Context: an optimization exercise on an open-source flow, tuned for a short achievable clock period and few clock cycles per item. The choices shown serve that exercise and are no tape-out recipe. Where RTL was checked, it was by simulation tests only, not by an equivalence proof against the original. The RTL of runs 3 and 4 was laid out without a check of its function. No activity file was given, so power comes from the tool's default toggle rates.

### design.v
package gpio_bus_pkg;
	localparam int ADDR_W        = 32;
	localparam int DATA_W        = 32;
	localparam int BYTE_OFFSET_W = 2;                    
	typedef logic [ADDR_W-1:0] addr_t;                   
	typedef logic [DATA_W-1:0] data_t;                   
	localparam int WORD_COUNT = 8;                       
	typedef logic [$clog2(WORD_COUNT)-1:0] word_index_t;
	typedef logic [WORD_COUNT*DATA_W-1:0]  gpio_vec_t;   
	localparam addr_t GPO_BASE = 32'h0100_0000;          
	localparam addr_t GPI_BASE = 32'h0100_0020;          
	localparam addr_t BANK_BYTES = addr_t'(WORD_COUNT * (DATA_W / 8));
	typedef enum logic [1:0] {
		REGION_GPO,
		REGION_GPI,
		REGION_NONE                                      
	} region_t;
	typedef logic [1:0] wait_count_t;
	localparam wait_count_t WRITE_WAIT = 2'd2;
	localparam wait_count_t READ_WAIT  = 2'd3;
	localparam int WRITE_GROUPS = 4;
endpackage
module gpio_nor2 (input logic a, b, output logic y);
	assign y = !(a || b);
endmodule
module gpio_nor3 (input logic a, b, c, output logic y);
	assign y = !(a || b || c);
endmodule
module gpio_nor4 (input logic a, b, c, d, output logic y);
	assign y = !(a || b || c || d);
endmodule
module gpio_nand2 (input logic a, b, output logic y);
	assign y = !(a && b);
endmodule
module gpio_nand3 (input logic a, b, c, output logic y);
	assign y = !(a && b && c);
endmodule
module gpio_nand4 (input logic a, b, c, d, output logic y);
	assign y = !(a && b && c && d);
endmodule
module gpio_inv (input logic a, output logic y);
	assign y = !a;
endmodule
module gpio_addr_decode (
	input  gpio_bus_pkg::addr_t                 addr,
	input  logic                                valid,
	input  logic                                rnw,
	input  logic                                ready,        
	output logic [gpio_bus_pkg::WORD_COUNT-1:0] write_hit,    
	output logic [gpio_bus_pkg::WORD_COUNT*gpio_bus_pkg::WRITE_GROUPS-1:0] write_en_n,  
	output logic                                accept,       
	output logic [gpio_bus_pkg::WRITE_GROUPS-1:0] read_ok,    
	output logic                                bus_error,    
	output logic [3:0]                          read_index    
);
	logic [26:0] zero_in;
	logic [8:0]  zero_ok;                                
	logic [1:0]  base_n;                                 
	logic        write_z;                                
	logic        read_z;                                 
	logic        write_n;                                
	logic        read_n;                                 
	logic        write_ok;                               
	logic [2:0]  index_n;                                
	logic [gpio_bus_pkg::WORD_COUNT-1:0] word_n;         
	logic [gpio_bus_pkg::WORD_COUNT-1:0] word_ok;        
	assign zero_in = {addr[31:25], addr[23:6], addr[1:0]};
	for (genvar k = 0; k < 9; k++) begin : g_zero
		gpio_nor3 u_nor (.a(zero_in[3*k]), .b(zero_in[3*k+1]), .c(zero_in[3*k+2]), .y(zero_ok[k]));
	end
	gpio_nand4 u_base0 (.a(zero_ok[0]), .b(zero_ok[1]), .c(zero_ok[2]), .d(zero_ok[3]), .y(base_n[0]));
	gpio_nand4 u_base1 (.a(zero_ok[4]), .b(zero_ok[5]), .c(zero_ok[6]), .d(zero_ok[7]), .y(base_n[1]));
	gpio_nor3  u_wz    (.a(ready), .b(rnw), .c(addr[5]), .y(write_z));
	gpio_nand4 u_wn    (.a(zero_ok[8]), .b(write_z), .c(valid), .d(addr[24]), .y(write_n));
	gpio_nor3  u_write (.a(base_n[0]), .b(base_n[1]), .c(write_n), .y(write_ok));
	assign read_z = rnw && !ready;
	gpio_nand4 u_rn    (.a(zero_ok[8]), .b(read_z), .c(valid), .d(addr[24]), .y(read_n));
	for (genvar k = 0; k < 3; k++) begin : g_index
		gpio_inv u_inv (.a(addr[2+k]), .y(index_n[k]));
	end
	for (genvar i = 0; i < gpio_bus_pkg::WORD_COUNT; i++) begin : g_word
		gpio_nand3 u_sel (
			.a (((i / 1) % 2 == 1) ? addr[2] : index_n[0]),
			.b (((i / 2) % 2 == 1) ? addr[3] : index_n[1]),
			.c (((i / 4) % 2 == 1) ? addr[4] : index_n[2]),
			.y (word_n[i])
		);
		gpio_inv u_ok (.a(word_n[i]), .y(word_ok[i]));
		assign write_hit[i] = write_ok && word_ok[i];
		for (genvar g = 0; g < gpio_bus_pkg::WRITE_GROUPS; g++) begin : g_group
			gpio_nand2 u_en (.a(write_ok), .b(word_ok[i]), .y(write_en_n[i*gpio_bus_pkg::WRITE_GROUPS+g]));
		end
	end
	for (genvar g = 0; g < gpio_bus_pkg::WRITE_GROUPS; g++) begin : g_read
		gpio_nor3 u_read (.a(base_n[0]), .b(base_n[1]), .c(read_n), .y(read_ok[g]));
	end
	assign accept     = valid && !ready;
	assign bus_error  = base_n[0] || base_n[1] || !zero_ok[8] || !addr[24] || (!rnw && addr[5]);  
	assign read_index = addr[5:2];
endmodule
module bus_wait_timer (
	input  logic BUS,
	input  logic reset,
	input  logic accept,
	output logic ready
);
	always_ff @(posedge BUS) begin
		if (reset) begin
			ready <= 1'b0;
		end
		else begin
			ready <= accept;                             
		end
	end
endmodule
module gpo_register_bank (
	input  logic                                  BUS,
	input  logic                                  reset,
	input  logic [gpio_bus_pkg::WORD_COUNT-1:0]   write_hit,
	input  logic [gpio_bus_pkg::WORD_COUNT*gpio_bus_pkg::WRITE_GROUPS-1:0] write_en_n,  
	input  gpio_bus_pkg::data_t                   write_data,
	output gpio_bus_pkg::gpio_vec_t               gp_op,
	output logic [gpio_bus_pkg::WORD_COUNT-1:0]   gp_op_valid
);
	localparam int GROUP_W = gpio_bus_pkg::DATA_W / gpio_bus_pkg::WRITE_GROUPS;
	always_ff @(posedge BUS) begin
		if (reset) begin
			gp_op       <= '0;
			gp_op_valid <= '0;
		end
		else begin
			gp_op_valid <= write_hit;                    
			for (int i = 0; i < gpio_bus_pkg::WORD_COUNT; i++) begin
				for (int g = 0; g < gpio_bus_pkg::WRITE_GROUPS; g++) begin
					if (!write_en_n[i*gpio_bus_pkg::WRITE_GROUPS+g]) begin
						gp_op[i*gpio_bus_pkg::DATA_W+g*GROUP_W +: GROUP_W] <= write_data[g*GROUP_W +: GROUP_W];
					end
				end
			end
		end
	end
endmodule
module bus_response_regs (
	input  logic                                BUS,
	input  logic                                reset,
	input  logic                                accept,
	input  logic [gpio_bus_pkg::WRITE_GROUPS-1:0] read_ok,    
	input  logic                                bus_error,
	input  logic [3:0]                          read_index,    
	input  gpio_bus_pkg::gpio_vec_t             gp_op,
	input  gpio_bus_pkg::gpio_vec_t             gp_ip,
	output gpio_bus_pkg::data_t                 read_data,
	output logic                                error
);
	logic [2*gpio_bus_pkg::WORD_COUNT*gpio_bus_pkg::DATA_W-1:0] all_words;
	gpio_bus_pkg::data_t read_sel;
	assign all_words = {gp_ip, gp_op};
	always_comb begin
		read_sel = '0;
		for (int k = 0; k < 2*gpio_bus_pkg::WORD_COUNT; k++) begin
			read_sel = read_sel
				| ({gpio_bus_pkg::DATA_W{read_index == k[3:0]}} & all_words[k*gpio_bus_pkg::DATA_W +: gpio_bus_pkg::DATA_W]);
		end
	end
	localparam int GROUP_W = gpio_bus_pkg::DATA_W / gpio_bus_pkg::WRITE_GROUPS;
	always_ff @(posedge BUS) begin
		if (reset) begin
			read_data <= '0;
			error     <= 1'b0;
		end
		else begin
			if (accept) begin
				error <= bus_error;                      
			end
			for (int g = 0; g < gpio_bus_pkg::WRITE_GROUPS; g++) begin
				if (read_ok[g]) begin
					read_data[g*GROUP_W +: GROUP_W] <= read_sel[g*GROUP_W +: GROUP_W];
				end
			end
		end
	end
endmodule
module gpio_bus_slave (
	input  logic                                BUS,
	input  logic                                reset,
	input  logic                                valid,
	input  logic                                rnw,
	input  gpio_bus_pkg::addr_t                 addr,
	input  gpio_bus_pkg::data_t                 write_data,
	input  gpio_bus_pkg::gpio_vec_t             gp_ip,
	output logic                                ready,
	output logic                                error,
	output gpio_bus_pkg::data_t                 read_data,
	output gpio_bus_pkg::gpio_vec_t             gp_op,
	output logic [gpio_bus_pkg::WORD_COUNT-1:0] gp_op_valid
);
	logic [gpio_bus_pkg::WORD_COUNT-1:0] write_hit;      
	logic [gpio_bus_pkg::WORD_COUNT*gpio_bus_pkg::WRITE_GROUPS-1:0] write_en_n;
	logic                                accept;         
	logic [gpio_bus_pkg::WRITE_GROUPS-1:0] read_ok;
	logic                                bus_error;
	logic [3:0]                          read_index;
	gpio_addr_decode u_decode (
		.addr       (addr),
		.valid      (valid),
		.rnw        (rnw),
		.ready      (ready),
		.write_hit  (write_hit),
		.write_en_n (write_en_n),
		.accept     (accept),
		.read_ok    (read_ok),
		.bus_error  (bus_error),
		.read_index (read_index)
	);
	bus_wait_timer u_timer (
		.BUS    (BUS),
		.reset  (reset),
		.accept (accept),
		.ready  (ready)
	);
	gpo_register_bank u_gpo (
		.BUS         (BUS),
		.reset       (reset),
		.write_hit   (write_hit),
		.write_en_n  (write_en_n),
		.write_data  (write_data),
		.gp_op       (gp_op),
		.gp_op_valid (gp_op_valid)
	);
	bus_response_regs u_resp (
		.BUS        (BUS),
		.reset      (reset),
		.accept     (accept),
		.read_ok    (read_ok),
		.bus_error  (bus_error),
		.read_index (read_index),
		.gp_op      (gp_op),
		.gp_ip      (gp_ip),
		.read_data  (read_data),
		.error      (error)
	);
endmodule
### run.sh
#!/bin/bash
# synth_recipe.tcl (not shown) runs the flow's synth.tcl, then flattens the netlist and writes it again
# the make line also repeats each setting of config.mk as NAME=value (left out here)
make -C /OpenROAD-flow-scripts/flow DESIGN_CONFIG=/design/flow/config.mk WORK_HOME=/design/flow/orfs CLKGATE_MAP_FILE= SYNTH_SCRIPT=/design/flow/synth_recipe.tcl finish
### config.mk
export PLATFORM = sky130hd
export DESIGN_NAME = gpio_bus_slave
export DESIGN_NICKNAME = gpio_bus_slave
export VERILOG_FILES = /design/flow/design.v
export SDC_FILE = /design/flow/constraint.sdc
export NUM_CORES = 4
export LEC_CHECK = 0
export CAP_MARGIN = 20
export CORE_MARGIN = 2
export CORE_UTILIZATION = 40
export PLACE_DENSITY = 0.75
export SETUP_SLACK_MARGIN = 2.6
export SLEW_MARGIN = 20
export SYNTH_HIERARCHICAL = 1
export SYNTH_MINIMUM_KEEP_SIZE = 0
### constraint.sdc
create_clock -name core_clock -period 4.0 [get_ports {BUS}]
set_input_delay 0.8000 -clock core_clock [delete_from_list [all_inputs] [get_ports {BUS}]]
set_output_delay 0.8000 -clock core_clock [all_outputs]
set_load 0.01 [all_outputs]
==> results.py, run 1 <==
metrics = {
    "placed_design": {
        "dp_hpwl_microns": 59700,
        "dpl_cell_area_sq_um": 21600,
        "place.gp.congestion": 0.953,
        "port_buffers": 621,
    },
    "floorplanning": {
        "rows": 71,
        "coreArea_sq_um": 37700,
        "start_util_pct": 40.7,
        "io-pin-count": 622,
        "die_height_microns": 200,
        "die-area_sq_um": 39900,
        "dieWidth_microns": 200,
    },
    "critical_path": {
        "critPathMaxFanout": 8,
        "crit_arrival_ps": 2680,
        "cp-end-kind": "register",
        "crit_type": "in -> reg",
        "required_ps": 4400,
        "start_kind": "input port",
        "critPathTopFamily": "simple AND/OR/NAND/NOR gates",
        "crit_chain": "buf_6, nor3_4, buf_4, nand4_1, nor3_4, buf_12, buf_12, buf_16, nand2_8, mux2i_1, nor2_1",
        "crit_buf_inv": 5,
        "cp_slowest_cell": "mux2i_1",
        "rrSetupSlack_ps": 1920,
        "cpPeakStageDelay_ps": 290,
    },
    "sta": {
        "min_period_over_period_pct": 57.1,
        "skew_ps": 19.0,
        "period_minus_slack_ps": 2280,
        "rsz0062_at_grt": "yes",
        "worstMarginPinSlew_ps": 701,
        "fmax_mhz": 438,
        "setup-tns-final_ps": 0,
        "relSlewSlack_pct": 53.3,
        "finalSetupViolCount": 0,
        "slew_violations": 0,
        "hold_viol_final": 0,
    },
    "run": {
        "max-cap-violations": 0,
    },
    "finish": {
        "final_cell_area_sq_um": 28800,
        "seqCellArea_sq_um": 6430,
        "area_growth_pct": 87.8,
        "num-nets-final": 2927,
        "multi_input_comb_area_sq_um": 9510,
        "num-fill-cells": 2484,
        "drive_gt1_share_pct": 50.9,
    },
    "synthesis": {
        "async_flop_share_pct": 0,
        "synth_edf_count": 0,
        "ys_ff_latch": 298,
        "ys_seq_area_share_pct": 39.0,
        "ys_top_cells_by_count": "nor2_1, mux2i_1, dfxtp_1",
        "syn-instance-count": 1642,
        "synth_top_area_cell": "dfxtp_1",
        "yosys.area.top_type_share_pct": 39.0,
        "yosysMostFrequentCell": "nor2_1",
        "synthTopCellsByArea": "dfxtp_1, mux2i_1, nor2_1",
        "synthFlopType": "dfxtp_1",
        "synth_area_sq_um": 15300,
        "synth_cell_types": 64,
        "syn_nets": 1966,
        "syn_avg_cell_area_sq_um": 9.33,
        "synth-warning-count": 9,
    },
    "global_route": {
        "grt_pass1_vias": 19240,
        "grt_antenna_before_repair": 9,
        "grt_pass1_wl_microns": 129000,
        "track_usage_pct": 45.1,
        "grt_start_max_net_pins": 102,
        "overflow": 0,
    },
    "power_and_ir_drop": {
        "switching_share_pct": 25.6,
        "pwr-share-comb_pct": 14.7,
        "p_leak_nw": 13.5,
        "p_sw_mw": 1.95,
        "internal-power_mw": 5.67,
        "power_density_nw_per_um2": 265,
        "pwr-share-seq_pct": 38.6,
        "ir_drop_mv": 0.253,
        "p_clk_share_pct": 46.7,
    },
    "clock_network": {
        "clk_pin_slew_worst_paths_ps": 60,
        "clk_latency_ps": 530,
        "cts_buffer_depth": 3,
        "tritoncts": "done",
        "cts_buffers": 35,
        "cts_max_level": 2,
        "tritoncts_num_sinks": 298,
        "ctsRootBufferMaster": "clkbuf_16",
    },
    "status": {
        "outcome": "timing/DRC/antenna clean",
    },
    "detailed_routing": {
        "drt_iter0_markers": 1928,
        "detail_route.wirelength_microns": 96500,
        "vias_per_cell": 6.13,
        "drc": 0,
        "vias": 19291,
        "ant_nets": 0,
        "first_pass_iters": 6,
        "routedWlPerCell_microns": 30.7,
    },
    "worst_hold_path": {
        "holdCritPathClass": "reg -> reg",
    },
}
-- layer usage --
metal,up-vias,global-route usage [%],wire [microns]
met2,1637,70.8,42600
met4,2,32.1,8660
met1,9185,52.5,33200
li1,7922,-,-
met5,-,0,13
met3,545,13.4,12000
-- registers in the layout (all words and copies together), names as in the netlist --
name	count
u_gpo.gp_op_valid	8
u_gpo.gp_op	256
u_resp.read_data	32
u_resp.error	1
u_timer.ready	1
-- per-stage QoR --
| step | power (mW) | std cells | hold slack, ps | setup WS, ps | util [%] |
|---|---|---|---|---|---|
| 5_1_grt | 7.74 | 3147 | 517 | 1730 | 76.3 |
| 6_report | 7.62 | 3149 | 491 | 1720 | 76.4 |
| 2_1_floorplan | 3.37 | 1642 | 496 | 1320 | - |
| 3_3_place_gp | 3.92 | 2683 | 473 | 575 | 57.4 |
| 4_1_cts | 7.51 | 3076 | 485 | 1950 | 73.8 |
| 3_5_place_dp | 3.93 | 2683 | 476 | 460 | 57.4 |
-- cells by family (layout without fill, tap and decap cells) --
group / Yosys count / after routing / share of synthesized area, %
buffers and inverters: 164 / 1150 / 7.21
and+or+nand+nor: 497 / 498 / 14.7
other: 0 / 9 / 0
AOI/OAI and AO/OA: 341 / 341 / 16.6
DFF: 298 / 298 / 39.0
muxes: 342 / 342 / 22.5
-- area by class of cell --
type,count,share of cell area [%]
Antenna cell,9,0.0783
Clock buffer,49,3.62
Clock inverter,14,0.801
Inverter,20,0.431
Multi-Input combinational cell,1181,33.1
Sequential cell,298,22.3
Tap cell,511,2.22
Timing Repair Buffer,1067,37.4
-- cell usage in the layout, fill, tap and decap left out, types with 16 or more instances in the layout --
master,n
dfxtp_2,263
nand2_1,32
dfxtp_4,35
buf_12,25
buf_6,342
o22ai_1,25
a22oi_1,88
o21ai_0,16
a21oi_1,29
nand2_8,32
a22o_1,33
mux2_2,18
nor2_1,320
clkdlybuf4s50_1,288
clkbuf_16,39
buf_4,366
mux2i_1,304
-- path summary, 6_finish.rpt --
kind	start	endpoint	depth (start not counted)
hold / removal	u_resp.read_data[8]	u_resp.read_data[8]	2
setup reg to reg	u_timer.ready	u_gpo.gp_op[17]	9
setup / recovery	addr[29]	u_gpo.gp_op[17]	11
hold reg to reg	u_resp.read_data[8]	u_resp.read_data[8]	2
-- repair_timing --
action | CTS | global route
pin swaps | 55 | 81
hold buffers | 0 | 0
gates resized for setup | 2286 | 84
cloned | 13 | 3
endpoints found under the setup margin | 596 | 596
buffers inserted | 317 | 61
-- worst register-to-register path, stage by stage (launching register included) --
cell	delay, ps
dfxtp_4	370
nor3_2	150
nand4_1	200
nor3_4	250
buf_12	200
buf_12	130
buf_16	160
nand2_8	130
mux2i_1	300
nor2_1	80
-- modules after synthesis, one instance, submodules excluded, excerpt --
module | copies in the design | flip-flops and latches
gpo_register_bank | 1 | 264
bus_response_regs | 1 | 33
gpio_addr_decode | 1 | 0
bus_wait_timer | 1 | 1
gpio_nor3 | 15 | 0
gpio_nand4 | 4 | 0
gpio_nand3 | 8 | 0
gpio_inv | 11 | 0
gpio_nand2 | 32 | 0
-- power by group through the flow --
stage	combinational [mW]	sequential [mW]	clock (mW)
final	1.12	2.94	3.56
after global routing	1.13	2.94	3.67
after CTS	1.03	2.95	3.53
after floorplan	0.338	3.04	0
after detailed placement	0.890	3.04	0
after global placement	0.887	3.04	0
Testbench counts, summed over its fixed seeds: cycles 9,600, items 4,800.
==> run 2: changes to the inputs <==
--- a/config.mk
+++ b/config.mk
@@ -9,5 +9,4 @@
 export CORE_MARGIN = 2
 export CORE_UTILIZATION = 40
-export PLACE_DENSITY = 0.75
 export SETUP_SLACK_MARGIN = 2.6
 export SLEW_MARGIN = 20
==> run 2 against run 1 <==
Net effect: clock-buffer cell count grew 2; critical endpoint is now u_gpo.gp_op[238]; routed wire length shrank 4.2%; setup slack gained 90 ps; register-to-register slack improved by 30 ps; cell count is 0.79% lower; area after synthesis unchanged.
==> results.py, run 2 <==
metrics = {
    "synthesis": {
        "yosysMostFrequentCell": "nor2_1",
        "synth_edf_count": 0,
        "ys_top_cells_by_count": "nor2_1, mux2i_1, dfxtp_1",
        "synthTopCellsByArea": "dfxtp_1, mux2i_1, nor2_1",
        "yosys.area_share.simple_pct": 14.7,
        "ys_ff_latch": 298,
        "yosys.area.top_type_share_pct": 39.0,
        "synthFlopType": "dfxtp_1",
        "syn-instance-count": 1642,
        "synth_top_area_cell": "dfxtp_1",
        "synth_adder_area_share_pct": 0,
        "syn_nets": 1966,
        "synth-warning-count": 9,
        "synth_compound_area_share_pct": 16.6,
        "synth_area_sq_um": 15300,
        "async_flop_share_pct": 0,
        "synth_top_family_by_area": "multiplexers",
        "synthXorXnorAreaFrac_pct": 0,
        "ys_seq_area_share_pct": 39.0,
        "synth_cell_types": 64,
        "synthMuxAreaShare_pct": 22.5,
        "syn_avg_cell_area_sq_um": 9.33,
    },
    "sta": {
        "relSlewSlack_pct": 48.2,
        "period_minus_slack_ps": 2190,
        "skew_ps": 14.6,
        "slew_violations": 0,
        "finalSetupViolCount": 0,
        "setup-tns-final_ps": 0,
        "fmax_mhz": 456,
        "min_period_over_period_pct": 54.8,
        "hold_viol_final": 0,
        "worstMarginPinSlew_ps": 776,
        "rsz0062_at_grt": "yes",
    },
    "run": {
        "max-cap-violations": 0,
    },
    "power_and_ir_drop": {
        "ir_drop_mv": 0.264,
        "power_density_nw_per_um2": 257,
        "p_leak_nw": 13.5,
    },
    "worst_hold_path": {
        "min_to": "u_resp.read_data[8]",
        "holdCritPathClass": "reg -> reg",
        "worst_hold_path.num_cells": 2,
        "worstHoldStart": "u_resp.read_data[8]",
    },
    "detailed_routing": {
        "drt_iter0_markers": 1579,
        "first_pass_iters": 5,
        "ant_nets": 0,
        "routedWlPerCell_microns": 29.6,
        "detail_route.wirelength_microns": 92500,
        "vias": 18517,
        "vias_per_cell": 5.93,
        "drc": 0,
    },
    "placed_design": {
        "dpl.cell_count": 2685,
        "dp_hpwl_microns": 60500,
        "place.gp.congestion": 0.949,
        "port_buffers": 621,
    },
    "finish": {
        "largestRegisters": "u_gpo.gp_op x256, u_resp.read_data x32, u_gpo.gp_op_valid x8",
        "final_cell_mix": "buf_6, buf_4, nor2_1",
        "num-fill-cells": 2748,
        "drive_gt1_share_pct": 49.5,
        "num-nets-final": 2900,
        "final_cells": 3124,
        "layout_commonest_cell": "buf_6",
        "regMostFlops": "u_gpo.gp_op",
        "post-route-util_pct": 75.2,
        "area_growth_pct": 84.9,
        "largest_register_ffs": 256,
    },
    "floorplanning": {
        "start_util_pct": 40.7,
        "die-area_sq_um": 39900,
        "io-pin-count": 622,
        "rows": 71,
        "coreArea_sq_um": 37700,
        "die_height_microns": 200,
        "dieWidth_microns": 200,
    },
    "critical_path": {
        "cpPeakStageDelay_ps": 280,
        "critPathMaxFanout": 8,
        "crit_arrival_ps": 2560,
        "start_kind": "input port",
        "crit_chain": "buf_6, nor3_4, buf_4, nand4_1, nor3_4, buf_6, buf_12, buf_16, nand2_8, mux2i_1, nor2_1",
        "cp_slowest_cell": "nor3_4",
        "cp-end-kind": "register",
        "worstReg2RegStart": "u_timer.ready",
        "rrSetupSlack_ps": 1950,
        "r2r.worst_path.cells": 9,
        "crit_type": "in -> reg",
        "required_ps": 4370,
        "r2r_end": "u_gpo.gp_op[238]",
    },
    "global_route": {
        "grt_pass1_vias": 18381,
        "grt_antenna_before_repair": 12,
        "grt_start_max_net_pins": 142,
        "track_usage_pct": 44.2,
        "overflow": 0,
        "grt_pass1_wl_microns": 127000,
    },
    "clock_network": {
        "clk_latency_ps": 520,
        "ctsRootBufferMaster": "clkbuf_16",
        "cts_buffers": 35,
        "cts_buffer_depth": 3,
        "cts_max_level": 2,
        "tritoncts_num_sinks": 298,
        "clk_pin_slew_worst_paths_ps": 60,
        "tritoncts": "done",
    },
    "status": {
        "outcome": "timing/DRC/antenna clean",
    },
}
-- run 2: cell types whose count changed in the layout (fill, tap and decap cells not counted), sizes merged --
cell / before / now
buf: 767 / 741
bufbuf: 6 / 7
bufinv: 6 / 1
clkbuf: 53 / 52
clkdlybuf4s15: 0 / 1
clkinv: 4 / 9
clkinvlp: 13 / 8
diode: 9 / 13
inv: 11 / 12
-- run 2: how the worst max path moves through the flow --
stage | start | to | slack, ps
finish | addr[31] | u_gpo.gp_op[238] | 1810
global route | addr[31] | u_gpo.gp_op[31] | 1770
CTS | addr[31] | u_gpo.gp_op[238] | 1910
detailed placement | addr[30] | u_gpo.gp_op[124] | 630
global placement | addr[30] | u_resp.read_data[4] | 610
floorplan | addr[11] | u_gpo.gp_op[0] | 1320
-- run 2: per-module statistics from Yosys (local to each module, per instance), excerpt --
module / cells / flip-flops and latches / times used
gpio_addr_decode: 17 / 0 / 1
bus_wait_timer: 2 / 1 / 1
gpio_nand4: 1 / 0 / 4
gpio_nand2: 1 / 0 / 32
gpio_inv: 1 / 0 / 11
gpio_nor3: 1 / 0 / 15
bus_response_regs: 708 / 33 / 1
gpo_register_bank: 845 / 264 / 1
gpio_nand3: 1 / 0 / 8
-- run 2: kinds of logic after synthesis --
kind of cell / Yosys count
simple gates: 497
mux: 342
compound gates: 341
flops: 298
buf+inv: 164
-- run 2: power by group --
part           switching, mW  internal [mW]  total, mW
clock network           1.32           1.91       3.23
logic                  0.581          0.520       1.10
registers            0.00175           2.94       2.94
total                   1.90           5.37       7.28
-- run 2: critical path, delay by kind of cell --
| kind | cells | cell delay (ps) |
|---|---|---|
| buffers and inverters | 5 | 690 |
| and+or+nand+nor | 5 | 840 |
| muxes | 1 | 230 |
-- run 2: per-stage QoR --
stage,area (sq um),setup slack [ps],power [mW],hold slack (ps)
floorplan,15500,1320,3.37,496
global placement,21700,612,3.93,469
detailed placement,21700,626,3.93,477
CTS,27700,1910,7.24,485
global route,28300,1770,7.41,512
finish,28300,1810,7.28,488
-- run 2: final cells by class --
type / count / area, sq um / share of cell area [%]
inverter: 20 / 118 / 0.415
antenna: 13 / 32.5 / 0.115
sequential: 298 / 6440 / 22.7
clock inverter: 10 / 75.1 / 0.265
timing repair buffer: 1040 / 10600 / 37.3
multi-input combinational: 1181 / 9380 / 33.1
tap: 511 / 639 / 2.26
clock buffer: 51 / 1070 / 3.77
-- run 2: per-layer routing --
| metal | vias to the layer above | wire length [microns] | track usage [%] |
|---|---|---|---|
| li1 | 7850 | - | - |
| met1 | 8948 | 33300 | 51.8 |
| met2 | 1319 | 41300 | 69.4 |
| met3 | 400 | 10100 | 12.3 |
| met4 | 0 | 7700 | 31.9 |
| met5 | - | 0 | 0 |
-- run 2: repair_timing --
action | 4_1_cts | 5_1_grt
hold buffers | 0 | 0
setup buffers | 307 | 44
endpoints found under the hold margin | 0 | 0
resized for setup | 2303 | 61
pin swaps | 64 | 37
gates cloned | 13 | 1
endpoints found under the setup margin | 596 | 595
==> run 3: changes to the inputs <==
--- a/design.v
+++ b/design.v
@@ -62,4 +62,5 @@
 	logic        read_n;                                 
 	logic        write_ok;                               
+	logic [gpio_bus_pkg::WRITE_GROUPS-1:0] write_ok_g;  
 	logic [2:0]  index_n;                                
 	logic [gpio_bus_pkg::WORD_COUNT-1:0] word_n;         
@@ -76,4 +77,7 @@
 	assign read_z = rnw && !ready;
 	gpio_nand4 u_rn    (.a(zero_ok[8]), .b(read_z), .c(valid), .d(addr[24]), .y(read_n));
+	for (genvar g = 0; g < gpio_bus_pkg::WRITE_GROUPS; g++) begin : g_write
+		gpio_nor3 u_write (.a(base_n[0]), .b(base_n[1]), .c(write_n), .y(write_ok_g[g]));
+	end
 	for (genvar k = 0; k < 3; k++) begin : g_index
 		gpio_inv u_inv (.a(addr[2+k]), .y(index_n[k]));
@@ -89,5 +93,5 @@
 		assign write_hit[i] = write_ok && word_ok[i];
 		for (genvar g = 0; g < gpio_bus_pkg::WRITE_GROUPS; g++) begin : g_group
-			gpio_nand2 u_en (.a(write_ok), .b(word_ok[i]), .y(write_en_n[i*gpio_bus_pkg::WRITE_GROUPS+g]));
+			gpio_nand2 u_en (.a(write_ok_g[g]), .b(word_ok[i]), .y(write_en_n[i*gpio_bus_pkg::WRITE_GROUPS+g]));
 		end
 	end
--- a/config.mk
+++ b/config.mk
@@ -9,4 +9,5 @@
 export CORE_MARGIN = 2
 export CORE_UTILIZATION = 40
+export PLACE_DENSITY = 0.75
 export SETUP_SLACK_MARGIN = 2.6
 export SLEW_MARGIN = 20
==> run 3 against run 2 <==
Net effect: die area rose by 0.26%; critical endpoint is now u_resp.read_data[0]; setup slack got worse by 25 ps; via count rose by 2.7%; area after synthesis rose by 0.26%; hold slack improved by 5.8 ps; total power rose by 1.4%; sequential share of layout area fell by 0.19 points; routed wire length rose by 3.0%; register-to-register slack barely moved; maximum frequency fell by 1.1%; cell area rose by 0.63%.
==> results.py, run 3 <==
metrics = {
    "floorplanning": {
        "coreArea_sq_um": 37800,
        "io-pin-count": 622,
        "dieWidth_microns": 200,
        "rows": 71,
        "die-area_sq_um": 40000,
        "start_util_pct": 40.7,
        "die_height_microns": 200,
    },
    "sta": {
        "worst_slack_ps": 1780,
        "finalSetupViolCount": 0,
        "setup-tns-final_ps": 0,
        "min_period_over_period_pct": 55.5,
        "fmax_mhz": 451,
        "fin_hold_ws_ps": 494,
        "hold_viol_final": 0,
        "rsz0062_at_grt": "yes",
        "skew_ps": 10.7,
        "period_minus_slack_ps": 2220,
        "worstMarginPinSlew_ps": 844,
        "relSlewSlack_pct": 43.7,
        "slew_violations": 0,
    },
    "power_and_ir_drop": {
        "p_sw_mw": 1.90,
        "internal-power_mw": 5.48,
        "switching_share_pct": 25.7,
        "ir_drop_mv": 0.223,
        "p_leak_nw": 13.5,
        "power_density_nw_per_um2": 259,
        "p_clk_share_pct": 45.7,
        "pwr-share-comb_pct": 14.3,
        "pwr-share-seq_pct": 39.9,
    },
    "critical_path": {
        "crit_type": "in -> reg",
        "required_ps": 4380,
        "crit_arrival_ps": 2600,
        "cp-end-kind": "register",
        "start_kind": "input port",
        "critPathMaxFanout": 4,
    },
    "synthesis": {
        "yosysMostFrequentCell": "nor2_1",
        "synthFlopType": "dfxtp_1",
        "synthTopCellsByArea": "dfxtp_1, mux2i_1, nor2_1",
        "ys_top_cells_by_count": "nor2_1, mux2i_1, dfxtp_1",
        "ys_seq_area_share_pct": 38.9,
        "yosys.area.top_type_share_pct": 38.9,
        "synth_cell_types": 64,
        "syn_nets": 1970,
        "synth_top_area_cell": "dfxtp_1",
        "synth_edf_count": 0,
        "synth-warning-count": 9,
        "syn_avg_cell_area_sq_um": 9.33,
        "synth_area_sq_um": 15400,
        "syn-instance-count": 1646,
        "async_flop_share_pct": 0,
        "ys_ff_latch": 298,
    },
    "detailed_routing": {
        "detail_route.wirelength_microns": 95300,
        "first_pass_iters": 6,
        "ant_nets": 0,
        "routedWlPerCell_microns": 30.3,
        "vias_per_cell": 6.04,
        "drc": 0,
        "vias": 19016,
        "drt_iter0_markers": 1506,
    },
    "global_route": {
        "grt_start_max_net_pins": 102,
        "grt_antenna_before_repair": 12,
        "grt_pass1_vias": 19025,
        "overflow": 0,
        "track_usage_pct": 45.4,
        "grt_pass1_wl_microns": 130000,
    },
    "clock_network": {
        "clk_pin_slew_worst_paths_ps": 60,
        "cts_buffers": 35,
        "hold_buffers": 0,
        "tritoncts": "done",
        "clk_latency_ps": 520,
        "tritoncts_num_sinks": 298,
        "cts_buffer_depth": 3,
        "ctsRootBufferMaster": "clkbuf_16",
        "cts_max_level": 2,
    },
    "finish": {
        "area_growth_pct": 85.6,
        "regMostFlops": "u_gpo.gp_op",
        "num-nets-final": 2923,
        "num-fill-cells": 2515,
        "final_cell_mix": "buf_6, buf_4, nor2_1",
        "largestRegisters": "u_gpo.gp_op x256, u_resp.read_data x32, u_gpo.gp_op_valid x8",
        "post-route-util_pct": 75.5,
        "multi_input_comb_area_sq_um": 9440,
        "drive_gt1_share_pct": 49.8,
        "layout_commonest_cell": "buf_6",
        "seqCellArea_sq_um": 6420,
        "largest_register_ffs": 256,
    },
    "run": {
        "max-cap-violations": 0,
    },
    "status": {
        "outcome": "timing/DRC/antenna clean",
    },
    "placed_design": {
        "pre_cts_ws_ps": 356,
        "place.gp.congestion": 0.932,
        "dp_hpwl_microns": 60100,
        "port_buffers": 621,
    },
    "worst_hold_path": {
        "holdCritPathClass": "reg -> reg",
    },
}
## run 3: path summary, 6_finish.rpt
kind | slack (ps) | depth (start not counted) | endpoint | startpoint
worst max-delay path | 1780 | 12 | u_resp.read_data[0] | rnw
worst min register to register | 490 | 2 | u_resp.read_data[8] | u_resp.read_data[8]
worst min-delay path | 490 | 2 | u_resp.read_data[8] | u_resp.read_data[8]
worst max register to register | 1960 | 11 | u_resp.read_data[0] | u_timer.ready
## run 3: worst max-delay path, stage by stage
cell	delay (ps)
clkdlybuf4s15_2	220
nor2b_1	160
nand4_1	120
buf_6	170
nor3_4	180
buf_6	140
buf_12	100
clkinvlp_4	120
buf_4	160
buf_6	100
a211oi_2	190
a311oi_1	120
## run 3: power by group through the flow
| stage | Combinational [mW] | Clock, mW | Sequential, mW |
|---|---|---|---|
| after floorplan | 0.331 | 0 | 3.04 |
| after global placement | 0.884 | 0 | 3.04 |
| after detailed placement | 0.887 | 0 | 3.04 |
| after CTS | 1.00 | 3.34 | 2.95 |
| after global routing | 1.07 | 3.49 | 2.94 |
| final | 1.06 | 3.37 | 2.95 |
## run 3: layout make-up
cell class / count / area share, %
diodes: 12 / 0.105
clock buffers: 52 / 3.62
clock inverters: 11 / 0.562
inverters: 20 / 0.312
multi-input cells: 1185 / 33.1
flip-flops and latches: 298 / 22.5
well taps: 511 / 2.24
repair buffers: 1059 / 37.5
## run 3: Yosys stat by module (local to each module, per instance), excerpt
| module | cell area, sq um | flip-flops and latches |
|---|---|---|
| gpio_inv | 3.75 | 0 |
| bus_wait_timer | 33.8 | 1 |
| gpio_nor3 | 10.0 | 0 |
| gpio_nand3 | 5.00 | 0 |
| gpio_addr_decode | 109 | 0 |
| gpio_nand4 | 6.26 | 0 |
| bus_response_regs | 5400 | 33 |
| gpio_nand2 | 3.75 | 0 |
| gpo_register_bank | 9390 | 264 |
## run 3: per-stage QoR
| step | std cells | total power [mW] | instance area, sq um |
|---|---|---|---|
| 6_report | 3148 | 7.38 | 28500 |
| 3_5_place_dp | 2698 | 3.92 | 21700 |
| 5_1_grt | 3145 | 7.51 | 28500 |
| 2_1_floorplan | 1646 | 3.37 | 15400 |
| 3_3_place_gp | 2698 | 3.92 | 21700 |
| 4_1_cts | 3081 | 7.30 | 27700 |
## run 3: repair_timing
item | CTS | global route
setup buffers | 314 | 55
gates cloned | 6 | 0
gates resized for setup | 2268 | 87
endpoints found under the setup margin | 596 | 595
pin swaps | 62 | 59
## run 3: cell families after synthesis
kind of cell / synth area share (%)
compound gates: 16.6
buf+inv: 7.19
flops: 38.9
mux: 22.5
simple gates: 14.9
## run 3: layer usage
| layer | routed length [microns] | GRT usage (%) |
|---|---|---|
| met1 | 33600 | 51.7 |
| met2 | 42600 | 71.7 |
| met3 | 11300 | 14.9 |
| met4 | 7830 | 33.1 |
| met5 | 17 | 0 |
==> run 4: changes to the inputs <==
--- a/design.v
+++ b/design.v
@@ -55,6 +55,8 @@
 );
 	logic [26:0] zero_in;
-	logic [8:0]  zero_ok;                                
-	logic [1:0]  base_n;                                 
+	logic [8:0]  write_zero;                             
+	logic [8:0]  read_zero;
+	logic [1:0]  write_base_n;                           
+	logic [1:0]  read_base_n;
 	logic        write_z;                                
 	logic        read_z;                                 
@@ -62,5 +64,4 @@
 	logic        read_n;                                 
 	logic        write_ok;                               
-	logic [gpio_bus_pkg::WRITE_GROUPS-1:0] write_ok_g;  
 	logic [2:0]  index_n;                                
 	logic [gpio_bus_pkg::WORD_COUNT-1:0] word_n;         
@@ -68,16 +69,16 @@
 	assign zero_in = {addr[31:25], addr[23:6], addr[1:0]};
 	for (genvar k = 0; k < 9; k++) begin : g_zero
-		gpio_nor3 u_nor (.a(zero_in[3*k]), .b(zero_in[3*k+1]), .c(zero_in[3*k+2]), .y(zero_ok[k]));
-	end
-	gpio_nand4 u_base0 (.a(zero_ok[0]), .b(zero_ok[1]), .c(zero_ok[2]), .d(zero_ok[3]), .y(base_n[0]));
-	gpio_nand4 u_base1 (.a(zero_ok[4]), .b(zero_ok[5]), .c(zero_ok[6]), .d(zero_ok[7]), .y(base_n[1]));
+		gpio_nor3 u_wnor (.a(zero_in[3*k]), .b(zero_in[3*k+1]), .c(zero_in[3*k+2]), .y(write_zero[k]));
+		gpio_nor3 u_rnor (.a(zero_in[3*k]), .b(zero_in[3*k+1]), .c(zero_in[3*k+2]), .y(read_zero[k]));
+	end
+	gpio_nand4 u_wbase0 (.a(write_zero[0]), .b(write_zero[1]), .c(write_zero[2]), .d(write_zero[3]), .y(write_base_n[0]));
+	gpio_nand4 u_wbase1 (.a(write_zero[4]), .b(write_zero[5]), .c(write_zero[6]), .d(write_zero[7]), .y(write_base_n[1]));
+	gpio_nand4 u_rbase0 (.a(read_zero[0]),  .b(read_zero[1]),  .c(read_zero[2]),  .d(read_zero[3]),  .y(read_base_n[0]));
+	gpio_nand4 u_rbase1 (.a(read_zero[4]),  .b(read_zero[5]),  .c(read_zero[6]),  .d(read_zero[7]),  .y(read_base_n[1]));
 	gpio_nor3  u_wz    (.a(ready), .b(rnw), .c(addr[5]), .y(write_z));
-	gpio_nand4 u_wn    (.a(zero_ok[8]), .b(write_z), .c(valid), .d(addr[24]), .y(write_n));
-	gpio_nor3  u_write (.a(base_n[0]), .b(base_n[1]), .c(write_n), .y(write_ok));
+	gpio_nand4 u_wn    (.a(write_zero[8]), .b(write_z), .c(valid), .d(addr[24]), .y(write_n));
+	gpio_nor3  u_write (.a(write_base_n[0]), .b(write_base_n[1]), .c(write_n), .y(write_ok));
 	assign read_z = rnw && !ready;
-	gpio_nand4 u_rn    (.a(zero_ok[8]), .b(read_z), .c(valid), .d(addr[24]), .y(read_n));
-	for (genvar g = 0; g < gpio_bus_pkg::WRITE_GROUPS; g++) begin : g_write
-		gpio_nor3 u_write (.a(base_n[0]), .b(base_n[1]), .c(write_n), .y(write_ok_g[g]));
-	end
+	gpio_nand4 u_rn    (.a(read_zero[8]), .b(read_z), .c(valid), .d(addr[24]), .y(read_n));
 	for (genvar k = 0; k < 3; k++) begin : g_index
 		gpio_inv u_inv (.a(addr[2+k]), .y(index_n[k]));
@@ -93,12 +94,12 @@
 		assign write_hit[i] = write_ok && word_ok[i];
 		for (genvar g = 0; g < gpio_bus_pkg::WRITE_GROUPS; g++) begin : g_group
-			gpio_nand2 u_en (.a(write_ok_g[g]), .b(word_ok[i]), .y(write_en_n[i*gpio_bus_pkg::WRITE_GROUPS+g]));
+			gpio_nand2 u_en (.a(write_ok), .b(word_ok[i]), .y(write_en_n[i*gpio_bus_pkg::WRITE_GROUPS+g]));
 		end
 	end
 	for (genvar g = 0; g < gpio_bus_pkg::WRITE_GROUPS; g++) begin : g_read
-		gpio_nor3 u_read (.a(base_n[0]), .b(base_n[1]), .c(read_n), .y(read_ok[g]));
+		gpio_nor3 u_read (.a(read_base_n[0]), .b(read_base_n[1]), .c(read_n), .y(read_ok[g]));
 	end
 	assign accept     = valid && !ready;
-	assign bus_error  = base_n[0] || base_n[1] || !zero_ok[8] || !addr[24] || (!rnw && addr[5]);  
+	assign bus_error  = (addr[31:6] != gpio_bus_pkg::GPO_BASE[31:6]) || (addr[1:0] != 2'b00) || (!rnw && addr[5]);  
 	assign read_index = addr[5:2];
 endmodule
--- a/config.mk
+++ b/config.mk
@@ -9,5 +9,4 @@
 export CORE_MARGIN = 2
 export CORE_UTILIZATION = 40
-export PLACE_DENSITY = 0.75
 export SETUP_SLACK_MARGIN = 2.6
 export SLEW_MARGIN = 20
==> run 4 against run 3 <==
Net effect: critical path type unchanged; cell area is 0.22% higher; clock power hardly changed; clock-buffer cell count is the same; flip-flop and latch count unchanged; total power increased by 0.92%; critical endpoint is now u_resp.read_data[27]; largest cell class unchanged.
==> results.py, run 4 <==
metrics = {
    "status": {
        "outcome": "timing/DRC/antenna clean",
    },
    "synthesis": {
        "ys_top_cells_by_count": "mux2i_1, nor2_1, dfxtp_1",
        "synthFlopType": "dfxtp_1",
        "synth_cell_types": 66,
        "synth_top_area_cell": "dfxtp_1",
        "synth_edf_count": 0,
        "ys_seq_area_share_pct": 38.5,
        "synth_area_sq_um": 15500,
        "ys_ff_latch": 298,
        "syn_nets": 1986,
        "syn-instance-count": 1662,
        "yosys.area.top_type_share_pct": 38.5,
        "async_flop_share_pct": 0,
        "synthTopCellsByArea": "dfxtp_1, mux2i_1, nor2_1",
        "syn_avg_cell_area_sq_um": 9.32,
        "synth-warning-count": 9,
    },
    "clock_network": {
        "clk_pin_slew_worst_paths_ps": 60,
        "cts_buffer_depth": 3,
        "ctsRootBufferMaster": "clkbuf_16",
        "tritoncts_num_sinks": 298,
        "tritoncts": "done",
        "clk_latency_ps": 520,
        "cts_max_level": 2,
        "cts_buffers": 36,
    },
    "detailed_routing": {
        "detail_route.wirelength_microns": 93400,
        "vias_per_cell": 5.98,
        "drc": 0,
        "routedWlPerCell_microns": 29.8,
        "vias": 18743,
        "ant_nets": 0,
        "drt_iter0_markers": 1702,
        "first_pass_iters": 5,
    },
    "global_route": {
        "grt_start_max_net_pins": 117,
        "grt_antenna_before_repair": 10,
        "track_usage_pct": 44.0,
        "grt_pass1_wl_microns": 130000,
        "grt_pass1_vias": 18412,
        "overflow": 0,
    },
    "run": {
        "max-cap-violations": 0,
    },
    "finish": {
        "multi_input_comb_area_sq_um": 9730,
        "layout_commonest_cell": "buf_6",
        "area_growth_pct": 84.3,
        "drive_gt1_share_pct": 49.7,
        "final_cell_mix": "buf_6, buf_4, nor2_1",
        "largest_register_ffs": 256,
        "final_cell_area_sq_um": 28600,
        "seqCellArea_sq_um": 6430,
        "num-fill-cells": 2809,
        "num-nets-final": 2906,
        "regMostFlops": "u_gpo.gp_op",
        "largestRegisters": "u_gpo.gp_op x256, u_resp.read_data x32, u_gpo.gp_op_valid x8",
    },
    "power_and_ir_drop": {
        "ir_drop_mv": 0.202,
        "power_density_nw_per_um2": 261,
        "p_leak_nw": 13.4,
    },
    "critical_path": {
        "crit_chain": "buf_8, nor3_4, nand4_1, buf_6, buf_6, nor3_4, buf_8, o31ai_4, a221oi_2, o21ai_1, o31a_1",
        "critPathMaxFanout": 5,
        "r2r_end": "u_gpo.gp_op[106]",
        "crit_type": "in -> reg",
        "start_kind": "input port",
        "crit_arrival_ps": 2570,
        "worstSetupEndpoint": "u_resp.read_data[27]",
        "worstReg2RegStart": "u_timer.ready",
        "rrSetupSlack_ps": 1900,
        "setup.worst_path.start": "addr[17]",
        "cp-end-kind": "register",
        "r2r.worst_path.cells": 10,
        "cpPeakStageDelay_ps": 260,
        "cp_slowest_cell": "nor3_4",
        "required_ps": 4400,
    },
    "sta": {
        "slew_violations": 0,
        "period_minus_slack_ps": 2170,
        "setup-tns-final_ps": 0,
        "finalSetupViolCount": 0,
        "skew_ps": 11.5,
        "hold_viol_final": 0,
        "worstMarginPinSlew_ps": 816,
        "worst_slack_ps": 1830,
        "min_period_over_period_pct": 54.3,
        "rsz0062_at_grt": "yes",
        "relSlewSlack_pct": 45.5,
        "fmax_mhz": 460,
    },
    "floorplanning": {
        "rows": 72,
        "start_util_pct": 40.3,
        "dieWidth_microns": 201,
        "die-area_sq_um": 40300,
        "io-pin-count": 622,
        "die_height_microns": 201,
        "coreArea_sq_um": 38500,
    },
    "worst_hold_path": {
        "worstHoldStart": "u_resp.read_data[23]",
        "holdCritPathClass": "reg -> reg",
    },
    "placed_design": {
        "port_buffers": 621,
        "pre_cts_ws_ps": 411,
        "dpl_cell_area_sq_um": 21900,
        "dp_hpwl_microns": 61300,
        "place.gp.congestion": 0.989,
    },
}
-- run 4: cell count changes in the layout (fill, tap and decap cells not counted), moves of 6 or more --
cell,change
buf_16,+9
buf_12,-11
buf_6,-9
mux2i_1,+11
a22oi_2,+7
buf_4,-11
o21ai_0,-6
buf_2,-8
o21ai_1,+6
mux2i_2,-8
a22oi_1,-7
-- run 4: repair_timing --
item / CTS / global route
buffers inserted: 300 / 43
pin swaps: 67 / 76
setup endpoints to repair: 596 / 596
hold buffers: 0 / 0
resized for setup: 2309 / 78
gates cloned: 16 / 0
-- run 4: worst min-delay path by stage --
stage,endpoint,cells past startpoint
after floorplan,u_resp.read_data[8],2
after global placement,u_resp.read_data[8],2
after detailed placement,u_resp.read_data[10],2
after CTS,u_resp.read_data[14],2
after global routing,u_resp.read_data[17],2
final,u_resp.read_data[23],2
-- run 4: worst max-delay path: cells and delay by family --
kind	cells	cell delay, ps
and+or+nand+nor	3	550
AOI/OAI and AO/OA	4	630
buffers and inverters	4	580
-- run 4: routing by layer --
metal	GRT usage [%]	routed length (microns)	vias up
met5	0	18	-
met4	28.3	6950	2
met3	12.6	10100	358
met2	71.9	43100	1317
met1	50.6	33300	9127
li1	-	-	7939
-- run 4: logic make-up after synthesis --
family,after synthesis,share of synthesized area [%]
AND/OR/NAND/NOR,517,15.7
multiplexers,342,22.3
AO/OA/AOI/OAI,341,16.4
buffers and inverters,164,7.12
flip-flops,298,38.5
-- run 4: report_power, final --
part           total [mW]  switching, mW  internal, mW  leakage, nW
Sequential           2.94        0.00147          2.94         2.56
Clock                3.40           1.34          2.06        0.586
Combinational        1.10          0.591         0.512         10.3
-- run 4: per-module statistics from Yosys (local to each module, per instance), a selection --
module             flops+latches  copies in the design  cells inside  cell area [sq um]
bus_response_regs             33                     1           708               5400
gpio_nand4                     0                     6             1               6.26
gpo_register_bank            264                     1           845               9390
gpio_addr_decode               0                     1            26                189
gpio_nand2                     0                    32             1               3.75
gpio_nor3                      0                    24             1               10.0
gpio_inv                       0                    11             1               3.75
bus_wait_timer                 1                     1             2               33.8
gpio_nand3                     0                     8             1               5.00
-- run 4: stage by stage --
stage | power [mW] | instances | util, % | hold WS [ps]
3_3_place_gp | 3.95 | 2703 | 57.0 | 469
5_1_grt | 7.58 | 3132 | 74.2 | 512
2_1_floorplan | 3.40 | 1662 | - | 502
3_5_place_dp | 3.95 | 2703 | 57.0 | 479
6_report | 7.45 | 3134 | 74.2 | 495
4_1_cts | 7.39 | 3081 | 72.4 | 487
-- run 4: final cells by class --
cell class,instances,share of cell area [%]
flip-flops and latches,298,22.5
diodes,10,0.0876
multi-input cells,1202,34.1
clock inverters,10,0.535
repair buffers,1024,36.6
well taps,518,2.27
clock buffers,52,3.65
inverters,20,0.324
==> run 5: changes to the inputs <==
--- a/design.v
+++ b/design.v
@@ -161,11 +161,9 @@
 	gpio_bus_pkg::data_t read_sel;
 	assign all_words = {gp_ip, gp_op};
-	always_comb begin
-		read_sel = '0;
-		for (int k = 0; k < 2*gpio_bus_pkg::WORD_COUNT; k++) begin
-			read_sel = read_sel
-				| ({gpio_bus_pkg::DATA_W{read_index == k[3:0]}} & all_words[k*gpio_bus_pkg::DATA_W +: gpio_bus_pkg::DATA_W]);
-		end
-	end
+	gpio_read_mux u_mux (
+		.read_index (read_index),
+		.words      (all_words),
+		.read_sel   (read_sel)
+	);
 	localparam int GROUP_W = gpio_bus_pkg::DATA_W / gpio_bus_pkg::WRITE_GROUPS;
 	always_ff @(posedge BUS) begin
@@ -183,4 +181,17 @@
 				end
 			end
+		end
+	end
+endmodule
+module gpio_read_mux (
+	input  logic [3:0]                                              read_index,
+	input  logic [2*gpio_bus_pkg::WORD_COUNT*gpio_bus_pkg::DATA_W-1:0] words,
+	output gpio_bus_pkg::data_t                                     read_sel
+);
+	always_comb begin
+		read_sel = '0;
+		for (int k = 0; k < 2*gpio_bus_pkg::WORD_COUNT; k++) begin
+			read_sel = read_sel
+				| ({gpio_bus_pkg::DATA_W{read_index == k[3:0]}} & words[k*gpio_bus_pkg::DATA_W +: gpio_bus_pkg::DATA_W]);
 		end
 	end
--- a/config.mk
+++ b/config.mk
@@ -13,2 +13,3 @@
 export SYNTH_HIERARCHICAL = 1
 export SYNTH_MINIMUM_KEEP_SIZE = 0
+export TNS_END_PERCENT = 10
==> run 5 against run 4 <==
Net effect: via count decreased by 14%; non-clock buffer count decreased by 297; still clean on timing, DRC and antenna; synthesized cell count decreased by 4.9%; utilization decreased by 9.4 points; cell area decreased by 14%; sequential power about the same; first-iteration DRC count decreased by 17%; cell count decreased by 13%; maximum frequency increased by 3.9%; flip-flop and latch count unchanged; register-to-register slack improved by 190 ps; highest routed layer unchanged.
==> results.py, run 5 <==
metrics = {
    "synthesis": {
        "ys_ff_latch": 298,
        "synth_area_sq_um": 15300,
        "ys_seq_area_share_pct": 38.9,
        "syn-instance-count": 1580,
        "synthTopCellsByArea": "dfxtp_1, mux2i_1, nor2_1",
        "synth_top_area_cell": "dfxtp_1",
        "syn_avg_cell_area_sq_um": 9.71,
        "ys_top_cells_by_count": "nor2_1, mux2i_1, dfxtp_1",
        "async_flop_share_pct": 0,
        "synth_edf_count": 0,
        "yosysMostFrequentCell": "nor2_1",
        "synth_cell_types": 39,
        "yosys.area.top_type_share_pct": 38.9,
        "synth-warning-count": 10,
        "synthFlopType": "dfxtp_1",
        "syn_nets": 1904,
    },
    "floorplanning": {
        "coreArea_sq_um": 37800,
        "rows": 71,
        "start_util_pct": 40.6,
        "dieWidth_microns": 200,
        "die_height_microns": 200,
        "die-area_sq_um": 39900,
        "io-pin-count": 622,
    },
    "finish": {
        "area_growth_pct": 59.6,
        "largestRegisters": "u_gpo.gp_op x256, u_resp.read_data x32, u_gpo.gp_op_valid x8",
        "seqCellArea_sq_um": 6030,
        "num-nets-final": 2524,
        "regMostFlops": "u_gpo.gp_op",
        "multi_input_comb_area_sq_um": 9090,
        "num-fill-cells": 3164,
        "largest_register_ffs": 256,
        "final_cell_mix": "nor2_1, mux2i_1, clkdlybuf4s50_1",
        "layout_commonest_cell": "nor2_1",
        "drive_gt1_share_pct": 19.5,
    },
    "power_and_ir_drop": {
        "pwr-share-seq_pct": 41.1,
        "ir_drop_mv": 0.309,
        "switching_share_pct": 25.3,
        "p_leak_nw": 11.6,
        "internal-power_mw": 5.40,
        "p_sw_mw": 1.83,
        "power_density_nw_per_um2": 295,
        "p_clk_share_pct": 44.2,
        "pwr-share-comb_pct": 14.7,
    },
    "clock_network": {
        "cts_max_level": 2,
        "clk_pin_slew_worst_paths_ps": 50,
        "cts_buffer_depth": 3,
        "cts_buffers": 35,
        "clk_latency_ps": 520,
        "tritoncts": "done",
        "ctsRootBufferMaster": "clkbuf_16",
        "tritoncts_num_sinks": 298,
    },
    "detailed_routing": {
        "highest_layer": "met5",
        "wl_met1_microns": 32000,
        "routedWlPerCell_microns": 30.6,
        "vias": 16191,
        "first_pass_iters": 8,
        "detail_route.wirelength_microns": 83800,
        "ant_nets": 0,
        "drc": 0,
        "drt_iter0_markers": 1408,
        "route.met2.wl_microns": 38600,
        "vias_per_cell": 5.90,
        "met3WireLength_microns": 7760,
    },
    "sta": {
        "min_period_over_period_pct": 52.3,
        "skew_ps": 18.5,
        "relSlewSlack_pct": 55.8,
        "worstMarginPinSlew_ps": 662,
        "rsz0062_at_grt": "yes",
        "period_minus_slack_ps": 2090,
        "fmax_mhz": 478,
        "slew_violations": 0,
        "hold_viol_final": 0,
        "setup-tns-final_ps": 0,
        "finalSetupViolCount": 0,
        "fin_hold_ws_ps": 490,
    },
    "global_route": {
        "grt_start_max_net_pins": 134,
        "grt_pass1_vias": 15598,
        "grt_antenna_before_repair": 13,
        "track_usage_pct": 40.1,
        "grt_pass1_wl_microns": 114000,
        "overflow": 0,
    },
    "status": {
        "outcome": "timing/DRC/antenna clean",
    },
    "placed_design": {
        "dp_hpwl_microns": 55500,
        "port_buffers": 621,
        "place.gp.congestion": 0.930,
    },
    "critical_path": {
        "required_ps": 4360,
        "r2r_end": "u_gpo.gp_op[207]",
        "crit_arrival_ps": 2450,
        "cp-end-kind": "register",
        "worstReg2RegStart": "u_timer.ready",
        "setup.worst_path.start": "addr[8]",
        "start_kind": "input port",
        "rrSetupSlack_ps": 2090,
        "r2r.worst_path.cells": 9,
        "critPathMaxFanout": 8,
        "crit_type": "in -> reg",
    },
    "worst_hold_path": {
        "min_to": "u_resp.read_data[17]",
        "worstHoldStart": "u_resp.read_data[17]",
        "holdCritPathClass": "reg -> reg",
        "worst_hold_path.num_cells": 2,
    },
    "run": {
        "max-cap-violations": 0,
    },
}
## run 5: cell types whose count changed in the layout (fill, tap and decap cells not counted), sizes merged, moves of 32 or more
cell / delta
a22oi: +33
o22a: +61
a21oi: -34
nand2: -33
buf: -595
clkdlybuf4s15: +91
dlygate4sd2: +200
o2111ai: +32
## run 5: cell families (layout without fill, tap and decap cells)
family	Yosys count	after routing	share of synthesized area (%)
mux	320	320	20.9
buf+inv	166	800	7.61
flops	298	298	38.9
compound gates	353	353	19.5
other cells	0	7	0
simple gates	443	453	13.1
## run 5: Yosys stat by module, one instance, submodules excluded, a selection
| module | cell area [sq um] | times used |
|---|---|---|
| gpo_register_bank | 9390 | 1 |
| gpio_read_mux | 4050 | 1 |
| bus_response_regs | 1200 | 1 |
| gpio_addr_decode | 189 | 1 |
| bus_wait_timer | 33.8 | 1 |
| gpio_nor3 | 10.0 | 24 |
| gpio_nand4 | 6.26 | 6 |
| gpio_nand3 | 5.00 | 8 |
| gpio_inv | 3.75 | 11 |
| gpio_nand2 | 3.75 | 32 |
## run 5: metrics by stage
stage	instance area (sq um)	power [mW]	worst slack (ps)	std cells	utilization [%]
after CTS	24200	7.19	2000	2723	64.1
after global routing	24500	7.39	1860	2741	64.9
after global placement	21400	3.89	528	2587	56.7
after floorplan	15300	3.37	1540	1580	-
final	24500	7.23	1910	2742	64.9
after detailed placement	21400	3.89	455	2587	56.7
## run 5: cell type report
type | count | share of cell area [%]
clock buffers | 56 | 4.56
repair buffers | 727 | 30.6
well taps | 511 | 2.61
clock inverters | 5 | 0.143
multi-input cells | 1126 | 37.1
inverters | 12 | 0.291
diodes | 7 | 0.0715
flip-flops and latches | 298 | 24.6
## run 5: worst max-delay path: stages
cell and delay [ps]:
clkdlybuf4s15_2 220, nor3_2 140, nand4_1 180, nor3_4 240, buf_12 190, buf_12 120
buf_16 150, nand2_8 110, mux2i_1 200, nor2_1 90
## run 5: worst max path at each step
stage | slack (ps) | to | cells past startpoint
finish | 1910 | u_gpo.gp_op[207] | 10
global route | 1860 | u_gpo.gp_op[162] | 10
detailed placement | 460 | u_resp.read_data[20] | 9
floorplan | 1540 | u_gpo.gp_op[0] | 7
global placement | 530 | u_resp.read_data[20] | 9
CTS | 2000 | read_data[7] | 1
## run 5: metal layers
metal  GRT usage (%)  up-vias
li1                -     7070
met3            11.0      241
met5               0        -
met4            22.6       12
met2            65.2      903
met1            48.0     7965
## run 5: repair_timing
item,in CTS,in global routing
endpoints found under the setup margin,595,595
buffers inserted,51,10
pin swaps,45,33
hold buffers,0,0
gates resized for setup,802,30
cloned,24,2
## run 5: power by group through the flow
stage	logic (mW)	clock network [mW]	registers, mW
3_3_place_gp	0.849	0	3.04
2_1_floorplan	0.338	0	3.04
5_1_grt	1.09	3.34	2.97
6_report	1.06	3.20	2.97
3_5_place_dp	0.852	0	3.04
4_1_cts	1.01	3.21	2.97
Testbench counts of run 5, summed over its fixed seeds: cycles 9,600, items 4,800.
==> run 6: changes to the inputs <==
--- a/config.mk
+++ b/config.mk
@@ -13,3 +13,2 @@
 export SYNTH_HIERARCHICAL = 1
 export SYNTH_MINIMUM_KEEP_SIZE = 0
-export TNS_END_PERCENT = 10
==> run 6 against run 5 <==
Net effect: still clean; utilization rose by 10 points; hold slack improved by 9.7 ps; clock-buffer cell count fell by 12; clock skew fell by 7.9 ps; clock power barely moved; largest cell class is now non-clock buffers; largest power group unchanged.
==> results.py, run 6 <==
metrics = {
    "detailed_routing": {
        "first_pass_iters": 7,
        "drt_iter0_markers": 1602,
        "detail_route.wirelength_microns": 89700,
        "drc": 0,
        "ant_nets": 0,
        "routedWlPerCell_microns": 29.7,
        "vias": 17705,
        "vias_per_cell": 5.86,
    },
    "clock_network": {
        "tritoncts": "done",
        "clk_latency_ps": 520,
        "hold_buffers": 0,
        "ctsRootBufferMaster": "clkbuf_16",
        "cts_buffers": 35,
        "tritoncts_num_sinks": 298,
        "clk_pin_slew_worst_paths_ps": 60,
        "cts_buffer_depth": 3,
        "cts_max_level": 2,
    },
    "synthesis": {
        "ys_seq_area_share_pct": 38.9,
        "synthMuxAreaShare_pct": 20.9,
        "synthXorXnorAreaFrac_pct": 0,
        "syn_nets": 1904,
        "synth_area_sq_um": 15300,
        "synth_top_area_cell": "dfxtp_1",
        "synth_top_family_by_area": "multiplexers",
        "ys_ff_latch": 298,
        "yosys.area.top_type_share_pct": 38.9,
        "synthTopCellsByArea": "dfxtp_1, mux2i_1, nor2_1",
        "yosysMostFrequentCell": "nor2_1",
        "synth_cell_types": 39,
        "synth-warning-count": 10,
        "async_flop_share_pct": 0,
        "synth_adder_area_share_pct": 0,
        "synth_edf_count": 0,
        "synth_compound_area_share_pct": 19.5,
        "yosys.area_share.simple_pct": 13.1,
        "syn-instance-count": 1580,
        "syn_avg_cell_area_sq_um": 9.71,
        "synthFlopType": "dfxtp_1",
        "ys_top_cells_by_count": "nor2_1, mux2i_1, dfxtp_1",
    },
    "finish": {
        "drive_gt1_share_pct": 52.3,
        "largestRegisters": "u_gpo.gp_op x256, u_resp.read_data x32, u_gpo.gp_op_valid x8",
        "layout_commonest_cell": "buf_6",
        "largest_register_ffs": 256,
        "num-nets-final": 2807,
        "regMostFlops": "u_gpo.gp_op",
        "num-fill-cells": 2734,
        "post-route-util_pct": 75.0,
        "final_cell_mix": "buf_6, nor2_1, buf_4",
        "final_cells": 3021,
        "area_growth_pct": 84.5,
    },
    "sta": {
        "fin_hold_ws_ps": 499,
        "fmax_mhz": 475,
        "slew_violations": 0,
        "finalSetupViolCount": 0,
        "relSlewSlack_pct": 46.2,
        "skew_ps": 10.7,
        "worstMarginPinSlew_ps": 806,
        "period_minus_slack_ps": 2110,
        "setup-tns-final_ps": 0,
        "rsz0062_at_grt": "yes",
        "hold_viol_final": 0,
        "min_period_over_period_pct": 52.6,
    },
    "floorplanning": {
        "dieWidth_microns": 200,
        "rows": 71,
        "io-pin-count": 622,
        "die-area_sq_um": 39900,
        "coreArea_sq_um": 37800,
        "start_util_pct": 40.6,
        "die_height_microns": 200,
    },
    "power_and_ir_drop": {
        "pwr-share-comb_pct": 15.7,
        "p_clk_share_pct": 43.9,
        "p_sw_mw": 1.90,
        "switching_share_pct": 26.0,
        "ir_drop_mv": 0.220,
        "internal-power_mw": 5.39,
        "pwr-share-seq_pct": 40.4,
        "power_density_nw_per_um2": 257,
        "p_leak_nw": 13.0,
    },
    "global_route": {
        "grt_pass1_vias": 17642,
        "grt_antenna_before_repair": 8,
        "overflow": 0,
        "grt_pass1_wl_microns": 123000,
        "track_usage_pct": 42.7,
        "grt_start_max_net_pins": 114,
    },
    "worst_hold_path": {
        "worstHoldStart": "u_resp.read_data[19]",
        "holdCritPathClass": "reg -> reg",
    },
    "critical_path": {
        "critPathMostFrequentCell": "nor3_4",
        "cpPeakStageDelay_ps": 260,
        "crit_chain": "buf_8, nor3_4, nand4_1, nor3_4, buf_6, buf_12, buf_16, nand2_8, mux2i_1, nor2_1",
        "critPathTopFamily": "simple AND/OR/NAND/NOR gates",
        "worstReg2RegStart": "u_timer.ready",
        "cp-end-kind": "register",
        "start_kind": "input port",
        "required_ps": 4420,
        "crit_arrival_ps": 2530,
        "setup.worst_path.start": "addr[28]",
        "cp_slowest_cell": "nor3_4",
        "crit_type": "in -> reg",
        "critPathMaxFanout": 8,
        "crit_buf_inv": 4,
    },
    "run": {
        "max-cap-violations": 0,
    },
    "placed_design": {
        "place.gp.congestion": 0.954,
        "dp_hpwl_microns": 55700,
        "port_buffers": 621,
        "dpl.cell_count": 2594,
    },
    "status": {
        "outcome": "timing/DRC/antenna clean",
    },
}
[run 6: cell families after synthesis]
logic type / Yosys count
and+or+nand+nor: 443
AOI/OAI and AO/OA: 353
muxes: 320
DFF: 298
buffers and inverters: 166
[run 6: routing by layer]
layer	GRT usage [%]	up-vias	share of wire, %
met1	48.9	8614	36
met5	0	-	0.045
li1	-	7635	-
met4	28.9	6	8.0
met2	69.5	1092	46
met3	12.1	358	10
[run 6: through the flow]
stage	instance area (sq um)	worst slack, ps	total power, mW
2_1_floorplan	15400	1540	3.38
3_3_place_gp	21500	663	3.88
3_5_place_dp	21500	578	3.89
4_1_cts	27500	2010	7.20
5_1_grt	28300	1890	7.42
6_report	28300	1890	7.28
[run 6: worst reg2reg max path, stage by stage (launching register included)]
cell,delay (ps)
dfxtp_4,360
nor3_2,160
nand4_1,180
nor3_4,230
buf_6,160
buf_12,140
buf_16,180
nand2_8,120
mux2i_1,190
nor2_1,200
[run 6: power groups by stage]
stage / logic (mW) / clock network (mW) / registers, mW
global placement: 0.848 / 0 / 3.04
detailed placement: 0.853 / 0 / 3.04
global route: 1.17 / 3.32 / 2.94
finish: 1.14 / 3.20 / 2.94
CTS: 1.06 / 3.19 / 2.94
floorplan: 0.347 / 0 / 3.04
[run 6: worst paths after layout]
check / endpoint / slack, ps / cells after the start
max: u_gpo.gp_op[134] / 1890 / 10
min: u_resp.read_data[19] / 500 / 2
max reg2reg: u_gpo.gp_op[134] / 1970 / 9
min reg2reg: u_resp.read_data[19] / 500 / 2
[run 6: area by class of cell]
type / instances / area (sq um) / share of cell area [%]
Timing Repair Buffer: 1010 / 10400 / 36.8
Clock inverter: 15 / 130 / 0.460
Antenna cell: 5 / 12.5 / 0.0442
Clock buffer: 44 / 992 / 3.51
Inverter: 12 / 63.8 / 0.225
Sequential cell: 298 / 6440 / 22.8
Multi-Input combinational cell: 1126 / 9600 / 33.9
Tap cell: 511 / 639 / 2.26
[run 6: per-module statistics from Yosys (local to each module, per instance), a selection]
| module | cells inside | flip-flops and latches | times used | cell area, sq um |
|---|---|---|---|---|
| gpio_nand4 | 1 | 0 | 6 | 6.26 |
| gpio_addr_decode | 26 | 0 | 1 | 189 |
| gpio_nand2 | 1 | 0 | 32 | 3.75 |
| gpo_register_bank | 845 | 264 | 1 | 9390 |
| bus_response_regs | 107 | 33 | 1 | 1200 |
| gpio_inv | 1 | 0 | 11 | 3.75 |
| gpio_nor3 | 1 | 0 | 24 | 10.0 |
| gpio_nand3 | 1 | 0 | 8 | 5.00 |
| bus_wait_timer | 2 | 1 | 1 | 33.8 |
| gpio_read_mux | 519 | 0 | 1 | 4050 |
[run 6: timing repair]
action                                  4_1_cts  5_1_grt
gates cloned                                 28        1
endpoints found under the setup margin      595      595
resized for setup                          2309      111
hold endpoints to repair                      0        0
buffers inserted                            302       32
pin swaps                                    88      133

==> afterwards: timing with drivers on the ports <==
Ports are ideal in the flow. The routed layouts listed here were re-timed in OpenROAD. Step 1 sets driving cells, clkbuf_16 on the clock port and buf_2 on the other inputs (assumed; they add their load-dependent delay and slew). Step 2 moves the port delays by t, midway between the first and last clock arrival at a register: inputs arrive t later, outputs are due t later. That takes back most of the time a late clock gives input paths. Slacks: ideal ports / drivers / drivers and shift; pairs: ideal ports / drivers.
run | shift t [ns] | setup slack, ns | worst register clock-pin slew, ns | worst slew at a driven data input, ns
run 1 | 0.574 | 1.716 / 1.693 / 1.119 | 0.07 / 0.07 | 0.26
run 2 | 0.562 | 1.806 / 1.754 / 1.191 | 0.06 / 0.06 | 0.26
run 3 | 0.573 | 1.781 / 1.815 / 1.242 | 0.06 / 0.06 | 0.25
run 4 | 0.572 | 1.828 / 1.742 / 1.170 | 0.06 / 0.06 | 0.31
run 5 | 0.570 | 1.908 / 1.912 / 1.370 | 0.06 / 0.06 | 0.28
run 6 | 0.573 | 1.895 / 1.900 / 1.327 | 0.07 / 0.07 | 0.17
After both steps setup and hold are still met in every run listed. For run 4, which loses most, drivers alone change the setup slack by -0.086 ns; drivers and shift together by -0.658 ns.
